This is an optimization exercise on Yosys and OpenROAD, whose aim is small area and a short achievable clock period, not a production implementation. Only simulation tests tie the RTL to the original design; equivalence was not proved. Power is estimated from default activity; no workload was simulated.

`design.v`:
```
`default_nettype none
package ex_pkg;
    localparam logic [6:0] op_imm    = 7'b0010011;
    localparam logic [6:0] op_reg    = 7'b0110011;
    localparam logic [6:0] op_branch = 7'b1100011;
    localparam logic [6:0] op_jal    = 7'b1101111;
    localparam logic [6:0] op_jalr   = 7'b1100111;
    localparam logic [6:0] op_lui    = 7'b0110111;
    localparam logic [6:0] op_auipc  = 7'b0010111;
endpackage
`default_nettype wire
`timescale 1ns/10ps
`default_nettype none
module ex_decode (
    input  logic        clk,
    input  logic        reset_i,
    input  logic        valid_i,
    input  logic [31:0] pc_i,
    input  logic [31:0] inst_i,
    input  logic [31:0] rs1_i,
    input  logic [31:0] rs2_i,
    output logic [31:0] x_o,       
    output logic [31:0] y_o,       
    output logic [31:0] link_o,    
    output logic        cin_o,     
    output logic        s_add_o,   
    output logic        s_sr_o,
    output logic        s_sl_o,
    output logic        s_p_o,
    output logic        s_g_o,
    output logic        s_slt_o,
    output logic        s_sltu_o,
    output logic        s_link_o,
    output logic        arith_o,
    output logic        we_o,
    output logic [4:0]  rd_o,
    output logic        jump_o,
    output logic        bit0_o     
);
    logic [6:0] opc;
    logic [2:0] f3;
    logic       alt;
    logic       ok;
    logic       is_op, is_opimm, is_alu, is_lui, is_auipc, is_jal, is_jalr, is_br;
    logic       f_add, f_sub, f_sll, f_slt, f_sltu, f_xor, f_sr, f_or, f_and;
    logic       inv;
    logic       eq, lt, ltu, taken;
    logic [31:0] imm_i, imm_u, imm_b, imm_j;
    logic [31:0] rs1_rev;
    logic [31:0] x_d, y_d;
    assign opc = inst_i[6:0];
    assign f3  = inst_i[14:12];
    assign alt = inst_i[30];
    assign ok  = valid_i & ~reset_i;
    assign is_op    = opc == ex_pkg::op_reg;
    assign is_opimm = opc == ex_pkg::op_imm;
    assign is_alu   = is_op | is_opimm;
    assign is_lui   = opc == ex_pkg::op_lui;
    assign is_auipc = opc == ex_pkg::op_auipc;
    assign is_jal   = opc == ex_pkg::op_jal;
    assign is_jalr  = (opc == ex_pkg::op_jalr) & (f3 == 3'b000);
    assign is_br    = (opc == ex_pkg::op_branch) & (f3[2:1] != 2'b01);
    assign f_sub  = is_op & (f3 == 3'b000) & alt;
    assign f_add  = is_alu & (f3 == 3'b000) & ~f_sub;
    assign f_sll  = is_alu & (f3 == 3'b001);
    assign f_slt  = is_alu & (f3 == 3'b010);
    assign f_sltu = is_alu & (f3 == 3'b011);
    assign f_xor  = is_alu & (f3 == 3'b100);
    assign f_sr   = is_alu & (f3 == 3'b101);
    assign f_or   = is_alu & (f3 == 3'b110);
    assign f_and  = is_alu & (f3 == 3'b111);
    assign inv    = f_sub | f_slt | f_sltu;
    assign imm_i = {{20{inst_i[31]}}, inst_i[31:20]};
    assign imm_u = {inst_i[31:12], 12'b0};
    assign imm_b = {{20{inst_i[31]}}, inst_i[7], inst_i[30:25], inst_i[11:8], 1'b0};
    assign imm_j = {{12{inst_i[31]}}, inst_i[19:12], inst_i[20], inst_i[30:21], 1'b0};
    always_comb begin
        for (int i = 0; i < 32; i++) rs1_rev[i] = rs1_i[31-i];
    end
    logic [29:0] inc_q, inc_c;
    always_comb begin
        inc_q = pc_i[31:2];
        for (int l = 0; l < 5; l++) begin
            for (int i = 29; i >= 0; i--) begin
                if ((i >> l) & 1) inc_q[i] = inc_q[i] & inc_q[((i >> l) << l) - 1];
            end
        end
        inc_c = {inc_q[28:0], 1'b1};
    end
    assign x_d = ({32{(is_alu & ~f_sll) | is_jalr}} & rs1_i)
               | ({32{f_sll}} & rs1_rev)
               | ({32{is_auipc | is_jal | is_br}} & pc_i);
    assign y_d = ({32{is_op}} & rs2_i)
               | ({32{is_opimm | is_jalr}} & imm_i)
               | ({32{is_lui | is_auipc}} & imm_u)
               | ({32{is_br}} & imm_b)
               | ({32{is_jal}} & imm_j);
    logic [30:0] cl, ce;
    logic        e31;
    always_comb begin
        cl = ~rs1_i[30:0] & rs2_i[30:0];
        ce = ~(rs1_i[30:0] ^ rs2_i[30:0]);
        for (int s = 1; s < 32; s = s * 2) begin
            for (int i = 0; i + s < 31; i = i + 2 * s) begin
                cl[i] = cl[i+s] | (ce[i+s] & cl[i]);
                ce[i] = ce[i+s] & ce[i];
            end
        end
    end
    assign e31 = ~(rs1_i[31] ^ rs2_i[31]);
    assign eq  = e31 & ce[0];
    assign ltu = (~rs1_i[31] & rs2_i[31]) | (e31 & cl[0]);
    assign lt  = (rs1_i[31] & ~rs2_i[31]) | (e31 & cl[0]);
    always_comb begin
        case (f3[2:1])
            2'b00:   taken = eq ^ f3[0];
            2'b10:   taken = lt ^ f3[0];
            default: taken = ltu ^ f3[0];
        endcase
    end
    always_ff @(posedge clk) begin
        x_o      <= x_d;
        y_o      <= y_d ^ {32{inv}};
        link_o   <= {pc_i[31:2] ^ inc_c, pc_i[1:0]};
        cin_o    <= inv;
        s_add_o  <= ok & (f_add | f_sub | is_lui | is_auipc);
        s_sr_o   <= ok & f_sr;
        s_sl_o   <= ok & f_sll;
        s_p_o    <= ok & (f_xor | f_or);
        s_g_o    <= ok & (f_and | f_or);
        s_slt_o  <= ok & f_slt;
        s_sltu_o <= ok & f_sltu;
        s_link_o <= ok & (is_jal | is_jalr);
        arith_o  <= alt & ~f_sll;
        we_o     <= ok & (is_alu | is_lui | is_auipc | is_jal | is_jalr);
        rd_o     <= inst_i[11:7] & {5{ok & (is_alu | is_lui | is_auipc | is_jal | is_jalr)}};
        jump_o   <= ok & (is_jal | is_jalr | (is_br & taken));
        bit0_o   <= ~is_jalr;
    end
endmodule
`default_nettype wire
`timescale 1ns/10ps
`default_nettype none
module ex_alu (
    input  logic        clk,
    input  logic        reset_i,
    input  logic [31:0] x_i,
    input  logic [31:0] y_i,
    input  logic [31:0] link_i,
    input  logic        cin_i,
    input  logic        s_add_i,
    input  logic        s_sr_i,
    input  logic        s_sl_i,
    input  logic        s_p_i,
    input  logic        s_g_i,
    input  logic        s_slt_i,
    input  logic        s_sltu_i,
    input  logic        s_link_i,
    input  logic        arith_i,
    input  logic        we_i,
    input  logic [4:0]  rd_i,
    input  logic        jump_i,
    input  logic        bit0_i,
    output logic        wb_we_o,
    output logic [4:0]  wb_rd_o,
    output logic [31:0] wb_data_o,
    output logic        jump_flag_o,
    output logic [31:0] jump_addr_o
);
    logic        rn;
    logic [31:0] p, g, sum, result;
    logic        cout, lt, ltu;
    assign rn   = ~reset_i;
    assign p    = x_i ^ y_i;
    assign g    = x_i & y_i;
    logic [31:0] gg [0:5];
    logic [31:0] pp [0:5];
    logic [32:0] c;
    always_comb begin
        gg[0] = g;
        pp[0] = p;
        for (int l = 0; l < 5; l++) begin
            for (int i = 0; i < 32; i++) begin
                if ((i >> l) & 1) begin
                    gg[l+1][i] = gg[l][i] | (pp[l][i] & gg[l][((i >> l) << l) - 1]);
                    pp[l+1][i] = pp[l][i] & pp[l][((i >> l) << l) - 1];
                end else begin
                    gg[l+1][i] = gg[l][i];
                    pp[l+1][i] = pp[l][i];
                end
            end
        end
        c[0] = cin_i;
        for (int i = 0; i < 32; i++) c[i+1] = gg[5][i] | (pp[5][i] & cin_i);
    end
    assign sum  = p ^ c[31:0];
    assign cout = c[32];
    assign ltu  = ~cout;
    assign lt   = (x_i[31] == y_i[31]) ? x_i[31] : ~cout;
    logic [32:0] ext, ext_sh;
    logic [47:0] sh4;
    logic        fill, r0, r16, l0, l16;
    logic [31:0] shr_sel, shl_sel;
    assign fill   = arith_i & x_i[31];
    assign ext    = {fill, x_i};
    assign ext_sh = $signed(ext) >>> y_i[3:0];
    assign sh4    = {{16{fill}}, ext_sh[31:0]};
    assign r0     = s_sr_i & ~y_i[4];
    assign r16    = s_sr_i & y_i[4];
    assign l0     = s_sl_i & ~y_i[4];
    assign l16    = s_sl_i & y_i[4];
    always_comb begin
        for (int i = 0; i < 32; i++) begin
            shr_sel[i] = (r0 & sh4[i]) | (r16 & sh4[i+16]);
            shl_sel[i] = (l0 & sh4[31-i]) | (l16 & sh4[47-i]);
        end
    end
    always_comb begin
        for (int i = 0; i < 32; i++) begin
            result[i] = shr_sel[i] | shl_sel[i] | (s_p_i & p[i]) | (s_g_i & g[i])
                      | (s_link_i & link_i[i]);
        end
        result[0] = result[0] | (s_slt_i & lt) | (s_sltu_i & ltu);
    end
    logic [31:0] sum_q, other_q;
    logic        add_q, we_q, flag_q, flag0_q;
    logic [4:0]  rd_q;
    always_ff @(posedge clk) begin
        sum_q   <= sum;
        other_q <= result & {32{rn}};
        add_q   <= s_add_i & rn;
        we_q    <= we_i & rn;
        rd_q    <= rd_i & {5{rn}};
        flag_q  <= jump_i & rn;
        flag0_q <= jump_i & bit0_i & rn;
    end
    assign wb_we_o     = we_q;
    assign wb_rd_o     = rd_q;
    assign wb_data_o   = (sum_q & {32{add_q}}) | other_q;
    assign jump_flag_o = flag_q;
    assign jump_addr_o = {sum_q[31:1] & {31{flag_q}}, sum_q[0] & flag0_q};
endmodule
`default_nettype wire
`timescale 1ns/10ps
`default_nettype none
module ex_top (
    input  logic        clk,
    input  logic        reset_i,
    input  logic        valid_i,
    input  logic [31:0] pc_i,
    input  logic [31:0] inst_i,
    input  logic [31:0] rs1_i,
    input  logic [31:0] rs2_i,
    output logic        wb_we_o,
    output logic [4:0]  wb_rd_o,
    output logic [31:0] wb_data_o,
    output logic        jump_flag_o,
    output logic [31:0] jump_addr_o
);
    logic [31:0] x, y, link;
    logic        cin, s_add, s_sr, s_sl, s_p, s_g, s_slt, s_sltu, s_link, arith;
    logic        we, jump, bit0;
    logic [4:0]  rd;
    ex_decode u_decode (
        .clk(clk), .reset_i(reset_i), .valid_i(valid_i), .pc_i(pc_i), .inst_i(inst_i),
        .rs1_i(rs1_i), .rs2_i(rs2_i),
        .x_o(x), .y_o(y), .link_o(link), .cin_o(cin), .s_add_o(s_add), .s_sr_o(s_sr),
        .s_sl_o(s_sl), .s_p_o(s_p), .s_g_o(s_g), .s_slt_o(s_slt), .s_sltu_o(s_sltu),
        .s_link_o(s_link), .arith_o(arith), .we_o(we), .rd_o(rd), .jump_o(jump), .bit0_o(bit0)
    );
    ex_alu u_alu (
        .clk(clk), .reset_i(reset_i),
        .x_i(x), .y_i(y), .link_i(link), .cin_i(cin), .s_add_i(s_add), .s_sr_i(s_sr),
        .s_sl_i(s_sl), .s_p_i(s_p), .s_g_i(s_g), .s_slt_i(s_slt), .s_sltu_i(s_sltu),
        .s_link_i(s_link), .arith_i(arith), .we_i(we), .rd_i(rd), .jump_i(jump), .bit0_i(bit0),
        .wb_we_o(wb_we_o), .wb_rd_o(wb_rd_o), .wb_data_o(wb_data_o),
        .jump_flag_o(jump_flag_o), .jump_addr_o(jump_addr_o)
    );
endmodule
`default_nettype wire
`timescale 1ns/10ps
`default_nettype none
module ex_unit (
    input  logic        clk,
    input  logic        reset_i,
    input  logic        issue_valid_i,
    input  logic [31:0] issue_pc_i,
    input  logic [31:0] issue_inst_i,
    input  logic [31:0] issue_rs1_i,
    input  logic [31:0] issue_rs2_i,
    output logic        wb_we_o,
    output logic [4:0]  wb_rd_o,
    output logic [31:0] wb_data_o,
    output logic        jump_flag_o,
    output logic [31:0] jump_addr_o
);
    ex_top u_top (
        .clk(clk), .reset_i(reset_i), .valid_i(issue_valid_i), .pc_i(issue_pc_i),
        .inst_i(issue_inst_i), .rs1_i(issue_rs1_i), .rs2_i(issue_rs2_i),
        .wb_we_o(wb_we_o), .wb_rd_o(wb_rd_o), .wb_data_o(wb_data_o),
        .jump_flag_o(jump_flag_o), .jump_addr_o(jump_addr_o)
    );
endmodule
`default_nettype wire
```
`flow/run.sh`:
```
#!/bin/bash
# Standard ORFS layout; only the port buffers differ: small buffers instead of
# the resizer's default pick.
set -euo pipefail
export BUFFER_PORTS_ARGS="-buffer_cell sky130_fd_sc_hd__buf_2"
bash standard.sh > standard.log 2>&1
```
`standard.sh`:
```
#!/bin/bash
# synth_recipe.tcl (not shown) runs the flow's synth.tcl, then flattens the netlist and writes it again
# the make line also repeats each setting of config.mk as NAME=value (left out here)
make -C /OpenROAD-flow-scripts/flow DESIGN_CONFIG=/design/flow/config.mk WORK_HOME=/design/flow/orfs CLKGATE_MAP_FILE= SYNTH_SCRIPT=/design/flow/synth_recipe.tcl "${@:-finish}"
```
`config.mk`:
```
export PLATFORM = sky130hd
export DESIGN_NAME = ex_unit
export DESIGN_NICKNAME = ex_unit
export VERILOG_FILES = /design/flow/design.v
export SDC_FILE = /design/flow/constraint.sdc
export NUM_CORES = 4
export LEC_CHECK = 0
export CAP_MARGIN = 20
export CORE_MARGIN = 2
export CORE_UTILIZATION = 40
export SETUP_SLACK_MARGIN = 2.2
export SLEW_MARGIN = 20
```
`constraint.sdc`:
```
create_clock -name core_clock -period 5.0 [get_ports {clk}]
set_input_delay 1.0000 -clock core_clock [delete_from_list [all_inputs] [get_ports {clk}]]
set_output_delay 1.0000 -clock core_clock [all_outputs]
set_load 0.01 [all_outputs]
```
==> impl_metrics.env, run 1 <==
export IMPL_ctsHoldBuffers=0
export IMPL_cts_buffers=17
export IMPL_synth_seq_area_share_pct=34.3
export IMPL_tns_ns=0
export IMPL_relSlewSlack_pct=34.7
export IMPL_start_util_pct=40.7
export IMPL_synth_async_reset_ratio_pct=0
export IMPL_hold_path_class="register to register"
export IMPL_arrival_ns=3.08
export IMPL_maxSlewViolCount=0
export IMPL_antenna_cells=0
export IMPL_antenna_found_initial=0
export IMPL_crit_path_cell_trace="ha_1 -> a21o_1 -> a21o_1 -> a21oi_1 -> o21ai_0 -> a31o_2 -> a211o_1 -> a21oi_2 -> xnor2_1"
export IMPL_drv_cap=0
export IMPL_wirelength_um=40900
export IMPL_p_leak_uw=0.00626
export IMPL_insertion_delay_ns=0.45
export IMPL_fin_skew_ns=0.0133
export IMPL_outcome="no timing/DRC/antenna violations"
export IMPL_synth_fp_nets=1404
export IMPL_hold_viol_final=0
export IMPL_post_place_ws_ns=1.62
export IMPL_critPathMaxStageDelay_ns=0.52
export IMPL_syn_to_final_growth_pct=19.4
export IMPL_synth_cell_type_count=64
export IMPL_min_path_cells=1
export IMPL_ant_nets=0
export IMPL_crit_path_end_kind="register"
export IMPL_dr_first_iter_drc_count=1090
export IMPL_post_dp_hpwl_um=32200
export IMPL_grt_usage_pct=28.0
export IMPL_rsz0062_at_grt="false"
export IMPL_fmax_mhz=370
export IMPL_setup_violations=0
export IMPL_period_needed_ns=2.70
export IMPL_p_per_area_nw_per_um2=250
export IMPL_clock_sinks=187
export IMPL_grt_max_degree=44
export IMPL_grt_pass1_wl_um=60400
export IMPL_avgSynthCellArea_sq_um=9.09
export IMPL_port_buffers=201
export IMPL_wire_per_inst_um=23.7
export IMPL_vias=10300
export IMPL_ys_seq_elements=187
export IMPL_die_x_um=169
export IMPL_route_detailed_drc=0
export IMPL_tightest_slew_ns=0.979
export IMPL_criticalPathCategory="register to register"
export IMPL_grt_pass1_vias=9890
export IMPL_cts_tree="built"
export IMPL_synth_edf_count=0
export IMPL_htree_levels=4
export IMPL_crit_required_ns=5.38
export IMPL_ys_warnings_count=4
export IMPL_ir_drop_uv=176
export IMPL_fin_util_pct=48.5
export IMPL_via_per_inst=6.00
export IMPL_clockBufferDepth=2
export IMPL_overflow=0
export IMPL_num_rows=60
export IMPL_nets=1571
export IMPL_dieArea_sq_um=28700
export IMPL_fin_crit_sh_pct=54.0
export IMPL_gp_congestion=1.03
export IMPL_drt_pass1_iterations=10
export IMPL_fill_cells=2625
export IMPL_path_max_fanout=5
export IMPL_cpMaxStageDelayCell="dfxtp_1"
export IMPL_drive_gt1_share_pct=23.2
export IMPL_die_h_um=169
export IMPL_whs_ns=0.433
export IMPL_r2r_cells=9
export IMPL_layout_setup_ws_ns=2.30
export IMPL_path_depth=9
export IMPL_start_kind="register"
export IMPL_crit_path_frequent_cell="a21o_1"
export IMPL_synthFlopType="dfxtp_1"
export IMPL_synthesis_area_sq_um=10900
export IMPL_critPathBufInv=0
export IMPL_clk_pin_slew_ns=0.08
export IMPL_io_pins=202
export IMPL_core_region_area_sq_um=26900
export IMPL_syn_instance_count=1202
export IMPL_cts_root_buffer="clkbuf_16"
export IMPL_crit_family="compound AO/OA/AOI/OAI gates"
## path summary, 6_finish.rpt
kind | startpoint | to | slack [ns]
hold / removal | u_top.u_decode.bit0_o$_DFF_P_ | u_top.u_alu.flag0_q$_DFF_P_ | 0.43
setup / recovery | u_top.u_decode.x_o[21]$_DFF_P_ | u_top.u_alu.sum_q[31]$_DFF_P_ | 2.30
setup reg to reg | u_top.u_decode.x_o[21]$_DFF_P_ | u_top.u_alu.sum_q[31]$_DFF_P_ | 2.30
hold reg to reg | u_top.u_decode.bit0_o$_DFF_P_ | u_top.u_alu.flag0_q$_DFF_P_ | 0.43
## synth_stat cells, types with 3 or more instances
cell type | number | share of area, %
a211oi_1 | 7 | 0.48
a21boi_0 | 3 | 0.21
a21o_1 | 57 | 3.9
a21oi_1 | 78 | 3.6
a221o_1 | 33 | 3.0
a221oi_1 | 49 | 3.9
a222oi_1 | 36 | 3.3
a22oi_1 | 8 | 0.55
a31oi_1 | 5 | 0.29
and2_1 | 47 | 2.7
and3_1 | 9 | 0.52
and4_1 | 4 | 0.32
buf_1 | 5 | 0.17
buf_2 | 15 | 0.69
clkbuf_1 | 55 | 1.9
dfxtp_1 | 187 | 34
ha_1 | 70 | 8.0
inv_1 | 46 | 1.6
mux2_2 | 13 | 1.3
mux2i_1 | 37 | 3.4
mux4_1 | 7 | 1.7
mux4_2 | 8 | 1.6
nand2_1 | 100 | 3.4
nand2b_1 | 6 | 0.34
nand3_1 | 22 | 1.0
nand4_1 | 12 | 0.69
nor2_1 | 68 | 2.3
nor2b_1 | 19 | 1.1
nor3_1 | 13 | 0.60
nor4_1 | 4 | 0.23
o211ai_1 | 9 | 0.62
o21a_1 | 10 | 0.69
o21ai_0 | 35 | 1.6
o21ai_1 | 3 | 0.14
o21bai_1 | 3 | 0.21
or3_1 | 4 | 0.23
xnor2_1 | 57 | 4.6
xor2_1 | 24 | 1.9
## cell type report
class / instances / area [sq um] / area share, %
Multi-Input combinational cell: 888 / 6790 / 52.0
Sequential cell: 187 / 3760 / 28.9
Clock inverter: 14 / 179 / 1.37
Clock buffer: 18 / 439 / 3.37
Tap cell: 341 / 427 / 3.27
Inverter: 49 / 184 / 1.41
Timing Repair Buffer: 226 / 1260 / 9.68
## where the power goes
group,leakage (uW),internal [uW],total (uW),switching [uW]
Combinational,0.00443,122,306,184
Clock,0.000300,734,1410,676
Sequential,0.00153,1520,1550,28.5
Total,0.00626,2380,3270,888
## through the flow
step | instance area, sq um | cells | total power, uW
global route | 13000 | 1723 | 3370
CTS | 12900 | 1715 | 3270
finish | 13000 | 1723 | 3270
detailed placement | 12200 | 1682 | 1880
floorplan | 11000 | 1202 | 1720
global placement | 12200 | 1682 | 1880
## layer usage
layer / track usage [%] / vias to the layer above / routed length [um]
met5: 0 / - / 0
met2: 42.9 / 586 / 17800
met1: 38.9 / 4854 / 18200
met3: 4.76 / 85 / 3270
li1: - / 4819 / -
met4: 12.1 / 0 / 1630
## registers in the layout, indices dropped and copies added, names as in the netlist
name,flops
u_top.u_decode.s_sl_o,1
u_top.u_alu.flag0_q,1
u_top.u_decode.s_sr_o,1
u_top.u_decode.y_o,32
u_top.u_alu.other_q,32
u_top.u_decode.rd_o,5
u_top.u_decode.s_slt_o,1
u_top.u_decode.s_add_o,1
u_top.u_alu.rd_q,5
u_top.u_decode.link_o,32
u_top.u_alu.sum_q,32
u_top.u_alu.flag_q,1
u_top.u_decode.s_link_o,1
u_top.u_decode.s_sltu_o,1
u_top.u_decode.we_o,1
u_top.u_decode.cin_o,1
u_top.u_decode.s_p_o,1
u_top.u_decode.arith_o,1
u_top.u_decode.jump_o,1
u_top.u_decode.bit0_o,1
u_top.u_decode.s_g_o,1
u_top.u_decode.x_o,32
u_top.u_alu.add_q,1
u_top.u_alu.we_q,1
## layout by cell type, fill, tap and decap left out, drive strengths merged, types with 10 or more instances in the layout
cell type | Yosys | final
nor2b | 19 | 19
ha | 70 | 70
clkbuf | 55 | 18
xnor2 | 57 | 57
mux2i | 37 | 37
mux4 | 15 | 15
nand4 | 13 | 13
nor3 | 15 | 15
a221o | 33 | 33
nand2 | 100 | 100
xor2 | 24 | 24
a221oi | 50 | 50
inv | 47 | 54
mux2 | 13 | 13
dfxtp | 187 | 187
o21a | 10 | 10
nor2 | 68 | 68
a21o | 57 | 57
o21ai | 38 | 38
buf | 23 | 225
a21oi | 78 | 78
a222oi | 36 | 36
and2 | 47 | 47
nand3 | 22 | 22
## logic make-up (layout without fill, tap and decap cells)
logic type / count (synthesis) / in the layout / synth area share [%]
compound gates: 353 / 353 / 23.9
mux: 65 / 65 / 8.06
xor+xnor: 81 / 81 / 6.49
simple gates: 318 / 318 / 14.3
buf+inv: 127 / 307 / 4.79
flops: 187 / 187 / 34.3
fa+ha+maj: 71 / 71 / 8.20
## repair_timing
action	CTS	global route
gates cloned	1	0
setup endpoints to repair	63	91
buffers inserted	0	7
pin swaps	1	4
gates resized for setup	17	20
==> run 2, diff against run 1 <==
--- a/config.mk
+++ b/config.mk
@@ -9,4 +9,4 @@
 export CORE_MARGIN = 2
 export CORE_UTILIZATION = 40
-export SETUP_SLACK_MARGIN = 2.2
+export SETUP_SLACK_MARGIN = 2.45
 export SLEW_MARGIN = 20
==> impl_metrics.env, run 2 <==
export IMPL_power_uw=3250
export IMPL_synth_top_area_share_pct=34.3
export IMPL_tns_ns=0
export IMPL_synth_fp_nets=1404
export IMPL_grt_pass1_vias=10000
export IMPL_grt_pass1_wl_um=62300
export IMPL_swShare_pct=27.6
export IMPL_synth_area_leader_cell="dfxtp_1"
export IMPL_layout_commonest_cell="buf_2"
export IMPL_clk_pin_slew_ns=0.08
export IMPL_ir_drop_uv=144
export IMPL_insertion_delay_ns=0.44
export IMPL_fin_crit_sh_pct=51.0
export IMPL_path_max_fanout=5
export IMPL_dieArea_sq_um=28700
export IMPL_wl_met2_um=19200
export IMPL_hold_viol_final=0
export IMPL_period_needed_ns=2.55
export IMPL_grt_max_degree=44
export IMPL_die_h_um=169
export IMPL_start_kind="register"
export IMPL_power_internal_uw=2360
export IMPL_post_dp_hpwl_um=32800
export IMPL_p_leak_uw=0.00646
export IMPL_min_path_cells=1
export IMPL_htree_levels=4
export IMPL_syn_instance_count=1202
export IMPL_cpMaxStageDelayCell="dfxtp_1"
export IMPL_core_region_area_sq_um=26900
export IMPL_drt_pass1_iterations=7
export IMPL_fill_cells=2514
export IMPL_ys_warnings_count=4
export IMPL_p_per_area_nw_per_um2=233
export IMPL_antenna_cells=0
export IMPL_final_cell_mix="buf_2 (195), dfxtp_1 (165), nand2_1 (96)"
export IMPL_wire_per_inst_um=24.4
export IMPL_clkPwrFrac_pct=41.8
export IMPL_via_per_inst=6.03
export IMPL_p_switching_uw=899
export IMPL_synth_edf_count=0
export IMPL_yosys_cell_count_top_type="dfxtp_1"
export IMPL_synthesis_area_sq_um=10900
export IMPL_ys_seq_elements=187
export IMPL_cts_buffers=17
export IMPL_num_rows=60
export IMPL_clockBufferDepth=2
export IMPL_antenna_found_initial=1
export IMPL_place_inst=1684
export IMPL_clock_sinks=187
export IMPL_drv_cap=0
export IMPL_outcome="no timing/DRC/antenna violations"
export IMPL_synthFlopType="dfxtp_1"
export IMPL_power_frac_seq_pct=47.6
export IMPL_synth_cell_type_count=64
export IMPL_grt_usage_pct=29.0
export IMPL_wl_met1_um=18800
export IMPL_criticalPathCategory="register to register"
export IMPL_cts_tree="built"
export IMPL_fin_util_pct=52.0
export IMPL_overflow=0
export IMPL_r2r_cells=9
export IMPL_nets=1602
export IMPL_highest_signal_layer="met4"
export IMPL_fmax_mhz=392
export IMPL_dr_first_iter_drc_count=943
export IMPL_port_buffers=201
export IMPL_cts_root_buffer="clkbuf_16"
export IMPL_arrival_ns=2.88
export IMPL_start_util_pct=40.7
export IMPL_hold_path_class="register to register"
export IMPL_wl_met3_um=3050
export IMPL_synth_common_cells="dfxtp_1 (187), nand2_1 (100), a21oi_1 (78), ha_1 (70), nor2_1 (68)"
export IMPL_synth_async_reset_ratio_pct=0
export IMPL_route_detailed_drc=0
export IMPL_maxSlewViolCount=0
export IMPL_io_pins=202
export IMPL_vias=10600
export IMPL_combPwrFrac_pct=10.6
export IMPL_crit_path_cell_trace="ha_1 -> a21oi_1 -> o21ai_2 -> a2111oi_4 -> a21oi_4 -> a31o_4 -> a211o_1 -> buf_4 -> xor2_1"
export IMPL_tightest_slew_ns=0.901
export IMPL_crit_required_ns=5.33
export IMPL_synth_area_leaders="dfxtp_1 (34%), ha_1 (8.0%), xnor2_1 (4.6%)"
export IMPL_drive_gt1_share_pct=31.5
export IMPL_die_x_um=169
export IMPL_relSlewSlack_pct=39.9
export IMPL_critPathMaxStageDelay_ns=0.40
export IMPL_ant_nets=0
export IMPL_ctsHoldBuffers=0
export IMPL_gp_congestion=0.963
export IMPL_crit_path_end_kind="register"
export IMPL_synth_seq_area_share_pct=34.3
export IMPL_fin_skew_ns=0.0127
export IMPL_setup_violations=0
export IMPL_rsz0062_at_grt="true"
export IMPL_syn_to_final_growth_pct=27.8
export IMPL_avgSynthCellArea_sq_um=9.09
export IMPL_instances_no_fill=1754
export IMPL_wirelength_um=42800
[run 2: changes by cell type in the layout (fill, tap and decap cells not counted), sizes merged]
cell,delta
buf,+27
clkbuf,+3
clkinv,-3
clkinvlp,+2
bufbuf,+1
bufinv,-1
inv,+1
o21a,+1
[run 2: final cells by class]
class / count / area, sq um / share of cell area [%]
multi-input combinational: 889 / 7390 / 52.9
timing repair inverter: 1 / 5.00 / 0.0358
timing repair buffer: 255 / 1590 / 11.4
tap: 341 / 427 / 3.06
sequential: 187 / 3790 / 27.1
clock buffer: 20 / 457 / 3.27
clock inverter: 12 / 121 / 0.869
inverter: 49 / 190 / 1.36
[run 2: what timing repair did]
item | CTS | global route
endpoints found under the setup margin | 147 | 73
gates resized for setup | 69 | 83
cloned | 2 | 2
pin swaps | 17 | 33
buffers inserted | 12 | 22
[run 2: path summary, 6_finish.rpt]
check / from / endpoint / slack (ns)
max: u_top.u_decode.x_o[9]$_DFF_P_ / u_top.u_alu.sum_q[30]$_DFF_P_ / 2.45
min: u_top.u_decode.rd_o[2]$_DFF_P_ / u_top.u_alu.rd_q[2]$_DFF_P_ / 0.44
max reg2reg: u_top.u_decode.x_o[9]$_DFF_P_ / u_top.u_alu.sum_q[30]$_DFF_P_ / 2.45
min reg2reg: u_top.u_decode.rd_o[2]$_DFF_P_ / u_top.u_alu.rd_q[2]$_DFF_P_ / 0.44
[run 2: logic make-up (layout without fill, tap and decap cells)]
group	Yosys count	count (layout)	synth area share, %
buf+inv	127	337	4.79
compound gates	353	354	23.9
fa+ha+maj	71	71	8.20
flops	187	187	34.3
mux	65	65	8.06
xor+xnor	81	81	6.49
simple gates	318	318	14.3
[run 2: routing by layer]
metal	global-route usage, %	vias up
met3	4.38	81
met2	45.0	526
met5	0	-
li1	-	4879
met1	40.5	5096
met4	11.9	0
[run 2: per-stage QoR]
| step | instance area (sq um) | setup slack [ns] | hold WS [ns] |
|---|---|---|---|
| final | 14000 | 2.45 | 0.441 |
| after global routing | 14000 | 2.38 | 0.451 |
| after CTS | 13400 | 2.37 | 0.444 |
| after detailed placement | 12400 | 1.54 | 0.425 |
| after global placement | 12400 | 1.59 | 0.421 |
| after floorplan | 11100 | 2.31 | 0.406 |
[run 2: critical path, delay by kind of cell, from the launching register on]
kind	cells	cell delay, ns
flip-flops	1	0.40
XOR/XNOR	1	0.13
AO/OA/AOI/OAI	6	1.46
buffers and inverters	1	0.15
adder cells (fa/ha/maj)	1	0.31
[run 2: power by group through the flow]
stage / Clock, uW / Sequential (uW) / Combinational, uW
4_1_cts: 1380 / 1550 / 317
2_1_floorplan: 0 / 1570 / 158
6_report: 1360 / 1550 / 345
5_1_grt: 1440 / 1550 / 371
3_5_place_dp: 0 / 1590 / 305
3_3_place_gp: 0 / 1580 / 304
==> run 3, diff against run 2 <==
--- a/config.mk
+++ b/config.mk
@@ -9,4 +9,5 @@
 export CORE_MARGIN = 2
 export CORE_UTILIZATION = 40
+export CTS_BUF_LIST = sky130_fd_sc_hd__clkbuf_4 sky130_fd_sc_hd__clkbuf_8
 export SETUP_SLACK_MARGIN = 2.45
 export SLEW_MARGIN = 20
==> impl_metrics.env, run 3 <==
export IMPL_rr_startpoint="u_top.u_decode.y_o[4]$_DFF_P_"
export IMPL_vias=10600
export IMPL_critPathMaxStageDelay_ns=0.37
export IMPL_wire_per_inst_um=24.2
export IMPL_maxSlewViolCount=0
export IMPL_ys_warnings_count=4
export IMPL_instances_no_fill=1753
export IMPL_cpMaxStageDelayCell="dfxtp_4"
export IMPL_relSlewSlack_pct=38.8
export IMPL_r2r_slack_ns=2.44
export IMPL_register_area_sq_um=3780
export IMPL_wirelength_um=42400
export IMPL_num_rows=60
export IMPL_hold_path_class="register to register"
export IMPL_ys_seq_elements=187
export IMPL_crit_start="u_top.u_decode.y_o[4]$_DFF_P_"
export IMPL_crit_path_frequent_cell="buf_4"
export IMPL_dr_first_iter_drc_count=958
export IMPL_ir_drop_uv=121
export IMPL_ant_nets=0
export IMPL_synthFlopType="dfxtp_1"
export IMPL_crit_path_cell_trace="buf_12 -> ha_4 -> a21o_1 -> a221o_1 -> a22oi_2 -> buf_4 -> a21oi_4 -> a31o_4 -> a211o_1 -> buf_4 -> xor2_1"
export IMPL_drv_cap=0
export IMPL_dieArea_sq_um=28700
export IMPL_rsz0062_at_grt="true"
export IMPL_reg2reg_to="u_top.u_alu.sum_q[30]$_DFF_P_"
export IMPL_cts_root_buffer="clkbuf_8"
export IMPL_hp_start="u_top.u_decode.rd_o[2]$_DFF_P_"
export IMPL_gp_congestion=0.963
export IMPL_hold_viol_final=0
export IMPL_cts_buffers=17
export IMPL_cts_tree="built"
export IMPL_outcome="no timing/DRC/antenna violations"
export IMPL_yosys_cell_count_top_type="dfxtp_1"
export IMPL_min_path_cells=1
export IMPL_nets=1601
export IMPL_die_x_um=169
export IMPL_post_dp_hpwl_um=32800
export IMPL_place_inst=1684
export IMPL_grt_max_degree=44
export IMPL_synth_edf_count=0
export IMPL_crit_end="u_top.u_alu.sum_q[30]$_DFF_P_"
export IMPL_synth_area_leader_cell="dfxtp_1"
export IMPL_power_uw=2920
export IMPL_arrival_ns=2.92
export IMPL_synthesis_area_sq_um=10900
export IMPL_clockBufferDepth=2
export IMPL_synth_cell_type_count=64
export IMPL_period_needed_ns=2.56
export IMPL_antenna_cells=0
export IMPL_io_pins=202
export IMPL_final_cell_mix="buf_2 (195), dfxtp_1 (172), nand2_1 (98)"
export IMPL_insertion_delay_ns=0.48
export IMPL_avgSynthCellArea_sq_um=9.09
export IMPL_crit_required_ns=5.37
export IMPL_r2r_cells=11
export IMPL_fill_cells=2577
export IMPL_crit_path_end_kind="register"
export IMPL_route_detailed_drc=0
export IMPL_criticalPathCategory="register to register"
export IMPL_clock_sinks=187
export IMPL_overflow=0
export IMPL_p_per_area_nw_per_um2=213
export IMPL_layout_commonest_cell="buf_2"
export IMPL_antenna_found_initial=0
export IMPL_setup_violations=0
export IMPL_synth_common_cells="dfxtp_1 (187), nand2_1 (100), a21oi_1 (78), ha_1 (70), nor2_1 (68)"
export IMPL_syn_instance_count=1202
export IMPL_multi_input_area_sq_um=7300
export IMPL_synth_seq_area_share_pct=34.3
export IMPL_p_leak_uw=0.00637
export IMPL_htree_levels=4
export IMPL_syn_to_final_growth_pct=25.2
export IMPL_grt_pass1_wl_um=62200
export IMPL_drt_pass1_iterations=7
export IMPL_synth_top_area_share_pct=34.3
export IMPL_ctsHoldBuffers=0
export IMPL_start_kind="register"
export IMPL_synth_area_leaders="dfxtp_1 (34%), ha_1 (8.0%), xnor2_1 (4.6%)"
export IMPL_fmax_mhz=391
export IMPL_port_buffers=201
export IMPL_fin_skew_ns=0.0228
export IMPL_core_region_area_sq_um=26900
export IMPL_whs_ns=0.450
export IMPL_die_h_um=169
export IMPL_synth_fp_nets=1404
export IMPL_start_util_pct=40.7
export IMPL_tightest_slew_ns=0.909
export IMPL_clk_pin_slew_ns=0.11
export IMPL_path_max_fanout=4
export IMPL_drive_gt1_share_pct=30.5
export IMPL_tns_ns=0
export IMPL_synth_async_reset_ratio_pct=0
export IMPL_place_area_sq_um=12400
export IMPL_post_route_cell_area_sq_um=13700
export IMPL_via_per_inst=6.03
export IMPL_grt_usage_pct=28.9
export IMPL_grt_pass1_vias=9979
export IMPL_fin_crit_sh_pct=51.1
run 3: cell count changes in the layout (fill, tap and decap cells not counted), moves of 4 or more:
| cell | change |
|---|---|
| o21ai_1 | +4 |
| dfxtp_1 | +7 |
| ha_4 | -6 |
| ha_1 | +5 |
| clkbuf_8 | +17 |
| clkbuf_16 | -16 |
| dfxtp_2 | -6 |
run 3: layer usage:
layer | GRT usage, % | vias up | routed length (um)
met3 | 4.10 | 81 | 2960
met5 | 0 | - | 0
li1 | - | 4876 | -
met4 | 10.9 | 0 | 1630
met1 | 40.4 | 5112 | 18800
met2 | 45.4 | 507 | 19000
run 3: logic make-up (layout without fill, tap and decap cells):
| family | after synthesis | after routing | share of synthesized area (%) |
|---|---|---|---|
| flops | 187 | 187 | 34.3 |
| xor+xnor | 81 | 81 | 6.49 |
| compound gates | 353 | 354 | 23.9 |
| simple gates | 318 | 318 | 14.3 |
| mux | 65 | 65 | 8.06 |
| fa+ha+maj | 71 | 71 | 8.20 |
| buf+inv | 127 | 336 | 4.79 |
run 3: final cells by class:
type                    instances  share of cell area (%)
clock buffers                  20                    1.97
clock inverters                12                   0.887
inverters                      49                    1.42
multi-input cells             889                    53.4
flip-flops and latches        187                    27.6
well taps                     341                    3.12
repair buffers                255                    11.6
run 3: power by group:
| group | total, uW | switching, uW | internal, uW |
|---|---|---|---|
| logic | 341 | 201 | 139 |
| registers | 1550 | 26.7 | 1520 |
| clock network | 1030 | 625 | 403 |
| total | 2920 | 853 | 2060 |
run 3: worst min path at each step:
stage,to,slack [ns]
after detailed placement,u_top.u_alu.rd_q[2]$_DFF_P_,0.42
after global routing,u_top.u_alu.rd_q[2]$_DFF_P_,0.46
after global placement,u_top.u_alu.we_q$_DFF_P_,0.42
final,u_top.u_alu.rd_q[2]$_DFF_P_,0.45
after floorplan,u_top.u_alu.flag0_q$_DFF_P_,0.41
after CTS,u_top.u_alu.rd_q[2]$_DFF_P_,0.45
run 3: stage by stage:
stage               utilization (%)  worst slack, ns
floorplan                         -             2.31
global placement               46.0             1.59
detailed placement             46.0             1.54
CTS                            49.4             2.42
global route                   50.9             2.37
finish                         50.9             2.44
run 3: repair_timing:
item	4_1_cts	5_1_grt
gates resized for setup	78	55
cloned	2	2
setup buffers	15	18
pin swaps	18	30
endpoints found under the setup margin	141	98
run 3: worst max-delay path, delay by kind of cell, from the launching register on:
kind	cells	cell delay, ns
flops	1	0.37
buf+inv	3	0.42
xor+xnor	1	0.13
fa+ha+maj	1	0.21
compound gates	6	1.31
==> run 4, diff against run 3 <==
==> flow/run.sh (replaced) <==
#!/bin/bash
# Standard ORFS layout; only the port buffers differ: small buffers instead of
# the resizer's default pick.
set -euo pipefail
export BUFFER_PORTS_ARGS="-buffer_cell sky130_fd_sc_hd__buf_1"
bash standard.sh > standard.log 2>&1
==> impl_metrics.env, run 4 <==
export IMPL_tightest_slew_ns=0.941
export IMPL_power_uw=2910
export IMPL_rsz0062_at_grt="true"
export IMPL_die_x_um=169
export IMPL_clock_sinks=187
export IMPL_r2r_cells=9
export IMPL_synth_seq_area_share_pct=34.3
export IMPL_layout_commonest_cell="buf_1"
export IMPL_synth_common_cells="dfxtp_1 (187), nand2_1 (100), a21oi_1 (78), ha_1 (70), nor2_1 (68)"
export IMPL_synth_area_leader_cell="dfxtp_1"
export IMPL_combPwrFrac_pct=11.4
export IMPL_dr_first_iter_drc_count=958
export IMPL_core_region_area_sq_um=26900
export IMPL_start_kind="input port"
export IMPL_antenna_cells=0
export IMPL_post_dp_hpwl_um=32900
export IMPL_synth_async_reset_ratio_pct=0
export IMPL_cts_tree="built"
export IMPL_synthesis_area_sq_um=10900
export IMPL_syn_instance_count=1202
export IMPL_criticalPathCategory="input port to register"
export IMPL_die_h_um=169
export IMPL_wire_per_inst_um=24.1
export IMPL_synth_fp_nets=1404
export IMPL_vias=10500
export IMPL_drv_cap=0
export IMPL_cts_buffers=17
export IMPL_wirelength_um=42300
export IMPL_htree_levels=4
export IMPL_fin_crit_sh_pct=50.4
export IMPL_ctsHoldBuffers=0
export IMPL_clkPwrFrac_pct=35.4
export IMPL_io_pins=202
export IMPL_period_needed_ns=2.52
export IMPL_synth_cell_type_count=64
export IMPL_p_per_area_nw_per_um2=216
export IMPL_ys_seq_elements=187
export IMPL_gp_congestion=0.972
export IMPL_synthFlopType="dfxtp_1"
export IMPL_fmax_mhz=397
export IMPL_min_path_cells=1
export IMPL_ant_nets=0
export IMPL_cts_root_buffer="clkbuf_8"
export IMPL_arrival_ns=2.95
export IMPL_hold_viol_final=0
export IMPL_synth_area_leaders="dfxtp_1 (34%), ha_1 (8.0%), xnor2_1 (4.6%)"
export IMPL_place_area_sq_um=12100
export IMPL_p_leak_uw=0.00575
export IMPL_power_internal_uw=2050
export IMPL_syn_to_final_growth_pct=23.2
export IMPL_swShare_pct=29.4
export IMPL_nets=1601
export IMPL_route_detailed_drc=0
export IMPL_path_max_fanout=3
export IMPL_ir_drop_uv=139
export IMPL_insertion_delay_ns=0.49
export IMPL_clockBufferDepth=2
export IMPL_synth_top_area_share_pct=34.3
export IMPL_setup_violations=0
export IMPL_grt_pass1_vias=10100
export IMPL_holdPathEnd="u_top.u_alu.rd_q[3]$_DFF_P_"
export IMPL_drive_gt1_share_pct=18.8
export IMPL_grt_max_degree=35
export IMPL_p_switching_uw=855
export IMPL_ys_warnings_count=4
export IMPL_dieArea_sq_um=28700
export IMPL_r2r_slack_ns=2.49
export IMPL_power_frac_seq_pct=53.2
export IMPL_drt_pass1_iterations=8
export IMPL_tns_ns=0
export IMPL_crit_path_end_kind="register"
export IMPL_rr_startpoint="u_top.u_decode.y_o[0]$_DFF_P_"
export IMPL_grt_usage_pct=28.9
export IMPL_avgSynthCellArea_sq_um=9.09
export IMPL_hold_path_class="register to register"
export IMPL_antenna_found_initial=0
export IMPL_clk_pin_slew_ns=0.12
export IMPL_relSlewSlack_pct=36.6
export IMPL_maxSlewViolCount=0
export IMPL_fin_skew_ns=0.0234
export IMPL_via_per_inst=6.00
export IMPL_synth_edf_count=0
export IMPL_reg2reg_to="u_top.u_alu.other_q[2]$_DFF_P_"
export IMPL_yosys_cell_count_top_type="dfxtp_1"
export IMPL_outcome="no timing/DRC/antenna violations"
export IMPL_final_cell_mix="buf_1 (180), dfxtp_1 (165), nand2_1 (97)"
export IMPL_start_util_pct=40.7
export IMPL_overflow=0
export IMPL_post_route_cell_area_sq_um=13500
export IMPL_port_buffers=201
export IMPL_crit_required_ns=5.43
export IMPL_num_rows=60
export IMPL_hp_start="u_top.u_decode.rd_o[3]$_DFF_P_"
export IMPL_grt_pass1_wl_um=62100
==> run 4: metal layers <==
layer	wire length (um)	GRT usage [%]
met1	18400	38.8
met2	18700	45.3
met3	3240	5.08
met4	1960	13.5
met5	0	0
==> run 4: worst max-delay path by stage <==
stage          slack [ns]  depth (start not counted)                     startpoint                           endpoint
2_1_floorplan        2.31                          9                  issue_pc_i[2]  u_top.u_decode.link_o[31]$_DFF_P_
5_1_grt              2.40                          9  u_top.u_decode.y_o[0]$_DFF_P_     u_top.u_alu.other_q[2]$_DFF_P_
4_1_cts              2.37                          6  u_top.u_decode.y_o[0]$_DFF_P_     u_top.u_alu.other_q[7]$_DFF_P_
3_3_place_gp         1.50                          7               issue_inst_i[14]     u_top.u_decode.x_o[19]$_DFF_P_
3_5_place_dp         1.46                          7               issue_inst_i[14]      u_top.u_decode.x_o[1]$_DFF_P_
6_report             2.48                         10                issue_rs2_i[25]      u_top.u_decode.jump_o$_DFF_P_
==> run 4: through the flow <==
stage                     hold slack, ns  util (%)  instances  setup WS (ns)
final                              0.449      50.1       1753           2.48
after global routing               0.456      50.1       1753           2.40
after CTS                          0.451      48.5       1738           2.37
after detailed placement           0.414      45.1       1686           1.46
after global placement             0.416      45.1       1686           1.50
after floorplan                    0.406         -       1202           2.31
==> run 4: layout make-up <==
cell class | instances | area, sq um
multi-input combinational | 889 | 7310
clock inverter | 13 | 143
fill | 2632 | 13400
clock buffer | 19 | 262
inverter | 49 | 190
sequential | 187 | 3790
timing repair buffer | 255 | 1340
tap | 341 | 427
==> run 4: what timing repair did <==
item,in CTS,in global routing
endpoints found under the hold margin,0,0
endpoints found under the setup margin,154,144
cloned,2,1
pin swaps,18,31
buffers inserted,18,14
gates resized for setup,75,91
==> run 4: logic make-up (layout without fill, tap and decap cells) <==
family,after synthesis,count (layout),synth area share [%]
adder cells (fa/ha/maj),71,71,8.20
multiplexers,65,65,8.06
XOR/XNOR,81,81,6.49
flip-flops,187,187,34.3
AND/OR/NAND/NOR,318,319,14.3
buffers and inverters,127,336,4.79
AO/OA/AOI/OAI,353,353,23.9
==> run 4: power by group through the flow <==
stage          Clock (uW)  Sequential (uW)  Combinational, uW
3_5_place_dp            0             1590                290
6_report             1030             1550                332
2_1_floorplan           0             1570                158
5_1_grt              1090             1550                356
4_1_cts              1040             1550                306
3_3_place_gp            0             1580                288
==> run 4: worst max-delay path, stage by stage <==
cell and delay [ns]:
buf_1 0.15, ha_4 0.30, nand4_1 0.16, or3_4 0.45, nor2_4 0.09, nand4_1 0.13, a21oi_2 0.18, nand3b_1 0.12
o221ai_2 0.17, o21a_1 0.20
==> run 5, diff against run 4 <==
--- a/config.mk
+++ b/config.mk
@@ -9,5 +9,4 @@
 export CORE_MARGIN = 2
 export CORE_UTILIZATION = 40
-export CTS_BUF_LIST = sky130_fd_sc_hd__clkbuf_4 sky130_fd_sc_hd__clkbuf_8
 export SETUP_SLACK_MARGIN = 2.45
 export SLEW_MARGIN = 20
==> impl_metrics.env, run 5 <==
export IMPL_outcome="no timing/DRC/antenna violations"
export IMPL_yosys_cell_count_top_type="dfxtp_1"
export IMPL_maxSlewViolCount=0
export IMPL_core_region_area_sq_um=26900
export IMPL_vias=10600
export IMPL_drive_gt1_share_pct=19.6
export IMPL_synth_seq_area_share_pct=34.3
export IMPL_crit_path_end_kind="register"
export IMPL_wire_per_inst_um=24.2
export IMPL_hold_path_class="register to register"
export IMPL_post_place_ws_ns=1.46
export IMPL_critPathMaxStageDelay_ns=0.48
export IMPL_layout_setup_ws_ns=2.46
export IMPL_relSlewSlack_pct=34.5
export IMPL_gp_congestion=0.972
export IMPL_antenna_found_initial=0
export IMPL_synth_area_leaders="dfxtp_1 (34%), ha_1 (8.0%), xnor2_1 (4.6%)"
export IMPL_crit_required_ns=5.36
export IMPL_synth_cell_type_count=64
export IMPL_cts_root_buffer="clkbuf_16"
export IMPL_drt_pass1_iterations=7
export IMPL_clockBufferDepth=2
export IMPL_place_area_sq_um=12100
export IMPL_synthesis_area_sq_um=10900
export IMPL_ctsHoldBuffers=0
export IMPL_fill_cells=2588
export IMPL_cts_tree="built"
export IMPL_route_detailed_drc=0
export IMPL_fin_crit_sh_pct=50.7
export IMPL_clk_pin_slew_ns=0.08
export IMPL_fin_skew_ns=0.0143
export IMPL_grt_pass1_wl_um=62500
export IMPL_p_leak_uw=0.00593
export IMPL_die_h_um=169
export IMPL_dieArea_sq_um=28700
export IMPL_rsz0062_at_grt="true"
export IMPL_tns_ns=0
export IMPL_cpMaxStageDelayCell="dfxtp_1"
export IMPL_ys_warnings_count=4
export IMPL_fin_util_pct=51.4
export IMPL_hold_viol_final=0
export IMPL_via_per_inst=6.02
export IMPL_crit_start="u_top.u_decode.x_o[21]$_DFF_P_"
export IMPL_drv_cap=0
export IMPL_grt_max_degree=35
export IMPL_arrival_ns=2.90
export IMPL_port_buffers=201
export IMPL_post_dp_hpwl_um=32900
export IMPL_start_kind="register"
export IMPL_dr_first_iter_drc_count=1100
export IMPL_htree_levels=4
export IMPL_hp_start="u_top.u_decode.bit0_o$_DFF_P_"
export IMPL_nets=1602
export IMPL_rr_startpoint="u_top.u_decode.x_o[21]$_DFF_P_"
export IMPL_fmax_mhz=394
export IMPL_synth_top_area_share_pct=34.3
export IMPL_ant_nets=0
export IMPL_tightest_slew_ns=0.972
export IMPL_insertion_delay_ns=0.45
export IMPL_synthFlopType="dfxtp_1"
export IMPL_ir_drop_uv=163
export IMPL_synth_async_reset_ratio_pct=0
export IMPL_critPathBufInv=0
export IMPL_synth_common_cells="dfxtp_1 (187), nand2_1 (100), a21oi_1 (78), ha_1 (70), nor2_1 (68)"
export IMPL_post_route_cell_area_sq_um=13800
export IMPL_path_max_fanout=5
export IMPL_synth_fp_nets=1404
export IMPL_overflow=0
export IMPL_syn_to_final_growth_pct=26.3
export IMPL_setup_violations=0
export IMPL_clock_sinks=187
export IMPL_syn_instance_count=1202
export IMPL_p_per_area_nw_per_um2=235
export IMPL_grt_pass1_vias=10200
export IMPL_ys_seq_elements=187
export IMPL_period_needed_ns=2.54
export IMPL_synth_edf_count=0
export IMPL_layout_commonest_cell="buf_1"
export IMPL_io_pins=202
export IMPL_avgSynthCellArea_sq_um=9.09
export IMPL_num_rows=60
export IMPL_die_x_um=169
export IMPL_wirelength_um=42400
export IMPL_start_util_pct=40.7
export IMPL_cts_buffers=17
export IMPL_whs_ns=0.437
export IMPL_synth_area_leader_cell="dfxtp_1"
export IMPL_crit_family="compound AO/OA/AOI/OAI gates"
export IMPL_criticalPathCategory="register to register"
export IMPL_grt_usage_pct=29.1
export IMPL_final_cell_mix="buf_1 (172), dfxtp_1 (166), nand2_1 (98)"
export IMPL_r2r_slack_ns=2.46
export IMPL_crit_path_cell_trace="ha_1 -> a21o_1 -> a21o_1 -> a21oi_2 -> o21ai_0 -> a31o_4 -> a211o_1 -> a21oi_2 -> xnor2_1"
[run 5: cell type report]
type / instances / area (sq um) / share of cell area, %
multi-input combinational: 889 / 7390 / 53.5
sequential: 187 / 3780 / 27.4
timing repair buffer: 255 / 1400 / 10.2
clock buffer: 19 / 453 / 3.28
tap: 341 / 427 / 3.09
inverter: 49 / 198 / 1.43
clock inverter: 13 / 143 / 1.03
timing repair inverter: 1 / 5.00 / 0.0363
antenna: 1 / 2.50 / 0.0181
[run 5: per-stage QoR]
stage	cells	total power (uW)
global route	1754	3350
floorplan	1202	1730
CTS	1741	3230
finish	1755	3250
detailed placement	1686	1870
global placement	1686	1870
[run 5: final timing paths]
check / end / cells past startpoint
worst min register to register: u_top.u_alu.flag0_q$_DFF_P_ / 1
worst max register to register: u_top.u_alu.sum_q[31]$_DFF_P_ / 9
worst min-delay path: u_top.u_alu.flag0_q$_DFF_P_ / 1
worst max-delay path: u_top.u_alu.sum_q[31]$_DFF_P_ / 9
[run 5: repair_timing]
item                                    CTS  global route
endpoints found under the hold margin     0             0
buffers inserted                         21            10
endpoints found under the setup margin  159            88
gates cloned                              2             2
pin swaps                                27            32
gates resized for setup                  90           103
[run 5: per-layer routing]
metal	GRT usage [%]	vias up	share of wire, %
li1	-	4894	-
met1	39.0	5059	44
met2	46.1	521	45
met3	5.08	96	7.2
met4	12.7	0	4.5
met5	0	-	0
[run 5: power breakdown]
part | leakage [uW] | internal (uW) | switching, uW | total (uW)
Combinational | 0.00410 | 133 | 205 | 338
Sequential | 0.00153 | 1520 | 26.3 | 1550
Clock | 0.000294 | 695 | 669 | 1360
[run 5: cells by family (layout without fill, tap and decap cells)]
kind of cell | count (synthesis) | count (layout) | synth area share (%)
compound gates | 353 | 353 | 23.9
xor+xnor | 81 | 81 | 6.49
fa+ha+maj | 71 | 71 | 8.20
buf+inv | 127 | 337 | 4.79
flops | 187 | 187 | 34.3
mux | 65 | 65 | 8.06
other cells | 0 | 1 | 0
simple gates | 318 | 319 | 14.3
==> run 6, diff against run 5 <==
--- a/config.mk
+++ b/config.mk
@@ -9,4 +9,6 @@
 export CORE_MARGIN = 2
 export CORE_UTILIZATION = 40
+export CTS_BUF_LIST = sky130_fd_sc_hd__clkbuf_8
+export CTS_CLUSTER_SIZE = 10
 export SETUP_SLACK_MARGIN = 2.45
 export SLEW_MARGIN = 20
==> impl_metrics.env, run 6 <==
export IMPL_port_buffers=201
export IMPL_post_place_ws_ns=1.46
export IMPL_insertion_delay_ns=0.49
export IMPL_clk_pin_slew_ns=0.12
export IMPL_period_needed_ns=2.52
export IMPL_antenna_cells=0
export IMPL_num_rows=60
export IMPL_dieArea_sq_um=28700
export IMPL_p_per_area_nw_per_um2=216
export IMPL_drv_cap=0
export IMPL_grt_pass1_wl_um=62100
export IMPL_tns_ns=0
export IMPL_overflow=0
export IMPL_final_cell_mix="buf_1 (180), dfxtp_1 (165), nand2_1 (97)"
export IMPL_synthesis_area_sq_um=10900
export IMPL_path_max_fanout=3
export IMPL_synth_common_cells="dfxtp_1 (187), nand2_1 (100), a21oi_1 (78), ha_1 (70), nor2_1 (68)"
export IMPL_p_leak_uw=0.00575
export IMPL_p_switching_uw=855
export IMPL_register_area_sq_um=3790
export IMPL_hold_viol_final=0
export IMPL_power_internal_uw=2050
export IMPL_combPwrFrac_pct=11.4
export IMPL_ir_drop_uv=139
export IMPL_rsz0062_at_grt="true"
export IMPL_synth_fp_nets=1404
export IMPL_layout_setup_ws_ns=2.48
export IMPL_synth_async_reset_ratio_pct=0
export IMPL_clock_sinks=187
export IMPL_relSlewSlack_pct=36.6
export IMPL_clockBufferDepth=2
export IMPL_layout_commonest_cell="buf_1"
export IMPL_synth_area_leaders="dfxtp_1 (34%), ha_1 (8.0%), xnor2_1 (4.6%)"
export IMPL_die_h_um=169
export IMPL_avgSynthCellArea_sq_um=9.09
export IMPL_drt_pass1_iterations=8
export IMPL_wire_per_inst_um=24.1
export IMPL_grt_usage_pct=28.9
export IMPL_cts_buffers=17
export IMPL_io_pins=202
export IMPL_htree_levels=4
export IMPL_setup_violations=0
export IMPL_outcome="no timing/DRC/antenna violations"
export IMPL_dr_first_iter_drc_count=958
export IMPL_grt_max_degree=35
export IMPL_wirelength_um=42300
export IMPL_start_kind="input port"
export IMPL_crit_path_end_kind="register"
export IMPL_crit_path_frequent_cell="nand4_1"
export IMPL_fill_cells=2632
export IMPL_route_detailed_drc=0
export IMPL_maxSlewViolCount=0
export IMPL_via_per_inst=6.00
export IMPL_nets=1601
export IMPL_power_frac_seq_pct=53.2
export IMPL_ys_warnings_count=4
export IMPL_hold_path_class="register to register"
export IMPL_arrival_ns=2.95
export IMPL_synthFlopType="dfxtp_1"
export IMPL_drive_gt1_share_pct=18.8
export IMPL_gp_congestion=0.972
export IMPL_fmax_mhz=397
export IMPL_fin_crit_sh_pct=50.4
export IMPL_multi_input_area_sq_um=7310
export IMPL_cpMaxStageDelayCell="or3_4"
export IMPL_synth_cell_type_count=64
export IMPL_start_util_pct=40.7
export IMPL_vias=10500
export IMPL_criticalPathCategory="input port to register"
export IMPL_synth_edf_count=0
export IMPL_synth_area_leader_cell="dfxtp_1"
export IMPL_crit_path_cell_trace="buf_1 -> ha_4 -> nand4_1 -> or3_4 -> nor2_4 -> nand4_1 -> a21oi_2 -> nand3b_1 -> o221ai_2 -> o21a_1"
export IMPL_grt_pass1_vias=10100
export IMPL_die_x_um=169
export IMPL_swShare_pct=29.4
export IMPL_synth_top_area_share_pct=34.3
export IMPL_yosys_cell_count_top_type="dfxtp_1"
export IMPL_synth_seq_area_share_pct=34.3
export IMPL_cts_root_buffer="clkbuf_8"
export IMPL_cts_tree="built"
export IMPL_tightest_slew_ns=0.941
export IMPL_ant_nets=0
export IMPL_crit_required_ns=5.43
export IMPL_ys_seq_elements=187
export IMPL_critPathMaxStageDelay_ns=0.45
export IMPL_syn_instance_count=1202
export IMPL_post_dp_hpwl_um=32900
export IMPL_fin_skew_ns=0.0234
export IMPL_ctsHoldBuffers=0
export IMPL_antenna_found_initial=0
export IMPL_clkPwrFrac_pct=35.4
export IMPL_core_region_area_sq_um=26900
export IMPL_syn_to_final_growth_pct=23.2
[run 6: cell counts after synthesis]
No cell type changed its count.
[run 6: layout make-up]
type | count | area share, %
multi-input combinational | 889 | 54.3
sequential | 187 | 28.2
timing repair buffer | 255 | 9.94
tap | 341 | 3.17
clock buffer | 19 | 1.94
inverter | 49 | 1.41
clock inverter | 13 | 1.06
[run 6: timing repair]
| item | in CTS | in global routing |
|---|---|---|
| setup buffers | 18 | 14 |
| cloned | 2 | 1 |
| pin swaps | 18 | 31 |
| resized for setup | 75 | 91 |
| endpoints found under the setup margin | 154 | 144 |
[run 6: worst paths after layout]
path | start | end | slack (ns) | cells after the start
worst min register to register | u_top.u_decode.rd_o[3]$_DFF_P_ | u_top.u_alu.rd_q[3]$_DFF_P_ | 0.45 | 1
worst max-delay path | issue_rs2_i[25] | u_top.u_decode.jump_o$_DFF_P_ | 2.48 | 10
worst max register to register | u_top.u_decode.y_o[0]$_DFF_P_ | u_top.u_alu.other_q[2]$_DFF_P_ | 2.49 | 9
worst min-delay path | u_top.u_decode.rd_o[3]$_DFF_P_ | u_top.u_alu.rd_q[3]$_DFF_P_ | 0.45 | 1
[run 6: logic make-up (layout without fill, tap and decap cells)]
kind of cell	after synthesis	count (layout)	share of synthesized area, %
buf+inv	127	336	4.79
flops	187	187	34.3
simple gates	318	319	14.3
xor+xnor	81	81	6.49
compound gates	353	353	23.9
fa+ha+maj	71	71	8.20
mux	65	65	8.06
[run 6: worst max-delay path: cells and delay by family]
kind	cells	cell delay (ns)
adder cells (fa/ha/maj)	1	0.30
AND/OR/NAND/NOR	5	0.95
buffers and inverters	1	0.15
AO/OA/AOI/OAI	3	0.55
[run 6: power groups by stage]
stage / sequential, uW / combinational (uW) / clock [uW]
6_report: 1550 / 332 / 1030
5_1_grt: 1550 / 356 / 1090
4_1_cts: 1550 / 306 / 1040
3_5_place_dp: 1590 / 290 / 0
3_3_place_gp: 1580 / 288 / 0
2_1_floorplan: 1570 / 158 / 0
[run 6: layer usage]
layer	GRT usage, %	routed length (um)
met1	38.8	18400
met3	5.08	3240
met4	13.5	1960
met2	45.3	18700
met5	0	0
[run 6: stage by stage]
stage,instance area [sq um],hold slack (ns),instances,power [uW],utilization [%]
after global placement,12100,0.416,1686,1870,45.1
after floorplan,11100,0.406,1202,1730,-
after detailed placement,12100,0.414,1686,1870,45.1
final,13500,0.449,1753,2910,50.1
after CTS,13000,0.451,1738,2890,48.5
after global routing,13500,0.456,1753,3000,50.1
==> run 7, diff against run 6 <==
--- a/config.mk
+++ b/config.mk
@@ -8,7 +8,6 @@
 export CAP_MARGIN = 20
 export CORE_MARGIN = 2
-export CORE_UTILIZATION = 40
+export CORE_UTILIZATION = 55
 export CTS_BUF_LIST = sky130_fd_sc_hd__clkbuf_8
-export CTS_CLUSTER_SIZE = 10
 export SETUP_SLACK_MARGIN = 2.45
 export SLEW_MARGIN = 20
==> impl_metrics.env, run 7 <==
export IMPL_path_max_fanout=3
export IMPL_fin_skew_ns=0.0179
export IMPL_wl_met2_um=17000
export IMPL_route_detailed_drc=0
export IMPL_synth_common_cells="dfxtp_1 (187), nand2_1 (100), a21oi_1 (78), ha_1 (70), nor2_1 (68)"
export IMPL_ctsHoldBuffers=0
export IMPL_rsz0062_at_grt="true"
export IMPL_relSlewSlack_pct=17.6
export IMPL_post_dp_hpwl_um=29800
export IMPL_ys_warnings_count=4
export IMPL_synthesis_area_sq_um=10900
export IMPL_path_depth=11
export IMPL_drive_gt1_share_pct=16.1
export IMPL_outcome="no timing/DRC/antenna violations"
export IMPL_start_kind="register"
export IMPL_synth_area_leaders="dfxtp_1 (34%), ha_1 (8.0%), xnor2_1 (4.6%)"
export IMPL_tns_ns=0
export IMPL_fin_crit_sh_pct=53.1
export IMPL_crit_path_cell_trace="buf_12 -> ha_4 -> a21o_1 -> a221o_1 -> a22oi_2 -> a21oi_1 -> buf_4 -> a31o_4 -> a211o_4 -> a21oi_2 -> xnor2_1"
export IMPL_hold_path_class="register to register"
export IMPL_io_pins=202
export IMPL_ys_seq_elements=187
export IMPL_layout_commonest_cell="buf_1"
export IMPL_gp_congestion=0.979
export IMPL_synth_top_area_share_pct=34.3
export IMPL_dr_first_iter_drc_count=1196
export IMPL_clk_pin_slew_ns=0.12
export IMPL_htree_levels=4
export IMPL_ant_nets=0
export IMPL_final_cell_mix="buf_1 (187), dfxtp_1 (166), nand2_1 (96)"
export IMPL_cpMaxStageDelayCell="dfxtp_4"
export IMPL_synth_seq_area_share_pct=34.3
export IMPL_p_leak_uw=0.00569
export IMPL_clockBufferDepth=2
export IMPL_avgSynthCellArea_sq_um=9.09
export IMPL_grt_pass1_vias=9807
export IMPL_synthFlopType="dfxtp_1"
export IMPL_syn_instance_count=1202
export IMPL_r2r_cells=11
export IMPL_synth_area_leader_cell="dfxtp_1"
export IMPL_critPathBufInv=2
export IMPL_cts_tree="built"
export IMPL_synth_cell_type_count=64
export IMPL_insertion_delay_ns=0.48
export IMPL_grt_usage_pct=35.4
export IMPL_critPathMaxStageDelay_ns=0.36
export IMPL_via_per_inst=6.26
export IMPL_wirelength_um=38200
export IMPL_vias=10400
export IMPL_wire_per_inst_um=23.0
export IMPL_whs_ns=0.449
export IMPL_syn_to_final_growth_pct=20.7
export IMPL_crit_family="compound AO/OA/AOI/OAI gates"
export IMPL_highest_signal_layer="met4"
export IMPL_ir_drop_uv=173
export IMPL_grt_max_degree=41
export IMPL_crit_required_ns=5.40
export IMPL_fmax_mhz=376
export IMPL_synth_fp_nets=1404
export IMPL_start_util_pct=56.1
export IMPL_wl_met3_um=3750
export IMPL_synth_async_reset_ratio_pct=0
export IMPL_setup_violations=0
export IMPL_overflow=0
export IMPL_crit_path_end_kind="register"
export IMPL_antenna_cells=0
export IMPL_yosys_cell_count_top_type="dfxtp_1"
export IMPL_wl_met1_um=15900
export IMPL_drv_cap=0
export IMPL_port_buffers=201
export IMPL_cts_buffers=17
export IMPL_drt_pass1_iterations=10
export IMPL_cts_root_buffer="clkbuf_8"
export IMPL_criticalPathCategory="register to register"
export IMPL_grt_pass1_wl_um=57300
export IMPL_p_per_area_nw_per_um2=227
export IMPL_maxSlewViolCount=0
export IMPL_hold_viol_final=0
export IMPL_die_x_um=145
export IMPL_num_rows=51
export IMPL_dieArea_sq_um=21000
export IMPL_period_needed_ns=2.66
export IMPL_tightest_slew_ns=1.23
export IMPL_die_h_um=145
export IMPL_antenna_found_initial=0
export IMPL_arrival_ns=3.05
export IMPL_clock_sinks=187
export IMPL_nets=1587
export IMPL_core_region_area_sq_um=19500
export IMPL_min_path_cells=1
export IMPL_synth_edf_count=0
run 7: layer usage:
| layer | up-vias | global-route usage [%] |
|---|---|---|
| met3 | 88 | 6.42 |
| met4 | 0 | 15.5 |
| met2 | 636 | 55.3 |
| met1 | 4838 | 48.1 |
| li1 | 4846 | - |
| met5 | - | 0 |
run 7: timing repair:
item                       in CTS  in global routing
pin swaps                      13                 23
setup endpoints to repair     170                128
gates resized for setup        70                 70
buffers inserted               12                  7
gates cloned                    1                  0
run 7: kinds of logic (layout without fill, tap and decap cells):
kind of cell               count (synthesis)  in the layout  synth area share (%)
AOI/OAI and AO/OA                        353            353                  23.9
xor gates and xnor gates                  81             81                  6.49
adders and majority gates                 71             71                  8.20
buffers and inverters                    127            323                  4.79
DFF                                      187            187                  34.3
muxes                                     65             65                  8.06
and+or+nand+nor                          318            318                  14.3
run 7: worst reg2reg max path, delay by kind of cell (launching register included):
| family | cells | cell delay [ns] |
|---|---|---|
| adder cells (fa/ha/maj) | 1 | 0.20 |
| buffers and inverters | 2 | 0.29 |
| XOR/XNOR | 1 | 0.15 |
| AO/OA/AOI/OAI | 7 | 1.60 |
| flip-flops | 1 | 0.36 |
run 7: final timing paths:
path                                         to  slack, ns                            from
setup reg to reg  u_top.u_alu.sum_q[31]$_DFF_P_       2.34   u_top.u_decode.y_o[4]$_DFF_P_
setup / recovery  u_top.u_alu.sum_q[31]$_DFF_P_       2.34   u_top.u_decode.y_o[4]$_DFF_P_
hold / removal      u_top.u_alu.rd_q[4]$_DFF_P_       0.45  u_top.u_decode.rd_o[4]$_DFF_P_
hold reg to reg     u_top.u_alu.rd_q[4]$_DFF_P_       0.45  u_top.u_decode.rd_o[4]$_DFF_P_
run 7: through the flow:
stage	utilization, %	worst slack, ns	std cells	total power [uW]	area (sq um)
after global routing	67.7	2.31	1663	3090	13200
after detailed placement	61.8	1.47	1611	1870	12000
final	67.7	2.34	1663	2990	13200
after floorplan	-	2.31	1202	1730	11100
after CTS	66.1	2.38	1656	2970	12900
after global placement	61.8	1.49	1611	1870	12000
run 7: report_power, final:
group | total [uW] | switching [uW] | leakage [uW] | internal, uW
clock | 1120 | 643 | 0.000225 | 482
sequential | 1550 | 25.2 | 0.00153 | 1520
combinational | 318 | 195 | 0.00393 | 123
total | 2990 | 863 | 0.00569 | 2130
run 7: area by class of cell:
type | count | area, sq um
repair buffers | 242 | 1190
clock buffers | 17 | 234
multi-input cells | 888 | 7230
fillers | 1599 | 6280
flip-flops and latches | 187 | 3790
inverters | 49 | 190
well taps | 265 | 332
clock inverters | 15 | 221

==> what the ideal ports hide <==
The flow's constraints put no driver on any port. The routed layouts listed below were extracted and timed again, unchanged, in two steps.
Step 1 sets driving cells, clkbuf_16 on the clock port and buf_2 on the other inputs (assumed; they add their load-dependent delay and slew).
Step 2 adds t to the input delays and takes it off the output delays; t is the mean of the earliest and latest rising clock arrival at the registers after step 1. Input paths then give back, and output paths get back, about the clock's delay inside the block.
a / b / c = no drivers / after step 1 / after step 2; a / b = the first two.
run | t, ns | slack for setup (ns) | hold slack, ns | clock arrival spread, ns | pins driven straight from the clock port
run 1 | 0.492 | 2.300 / 2.300 / 1.835 | 0.433 / 0.433 / 0.433 | 0.017 / 0.017 | 1
run 2 | 0.485 | 2.450 / 2.450 / 2.010 | 0.441 / 0.441 / 0.441 | 0.015 / 0.015 | 1
run 3 | 0.519 | 2.444 / 2.444 / 1.994 | 0.450 / 0.450 / 0.450 | 0.024 / 0.024 | 1
run 4 | 0.530 | 2.482 / 2.490 / 1.974 | 0.449 / 0.449 / 0.449 | 0.027 / 0.027 | 1
run 5 | 0.486 | 2.465 / 2.465 / 1.989 | 0.437 / 0.437 / 0.437 | 0.018 / 0.017 | 1
run 6 | 0.530 | 2.482 / 2.490 / 1.974 | 0.449 / 0.449 / 0.449 | 0.027 / 0.027 | 1
run 7 | 0.513 | 2.343 / 2.343 / 1.984 | 0.449 / 0.449 / 0.449 | 0.020 / 0.020 | 1
After both steps every run listed still meets setup and hold.
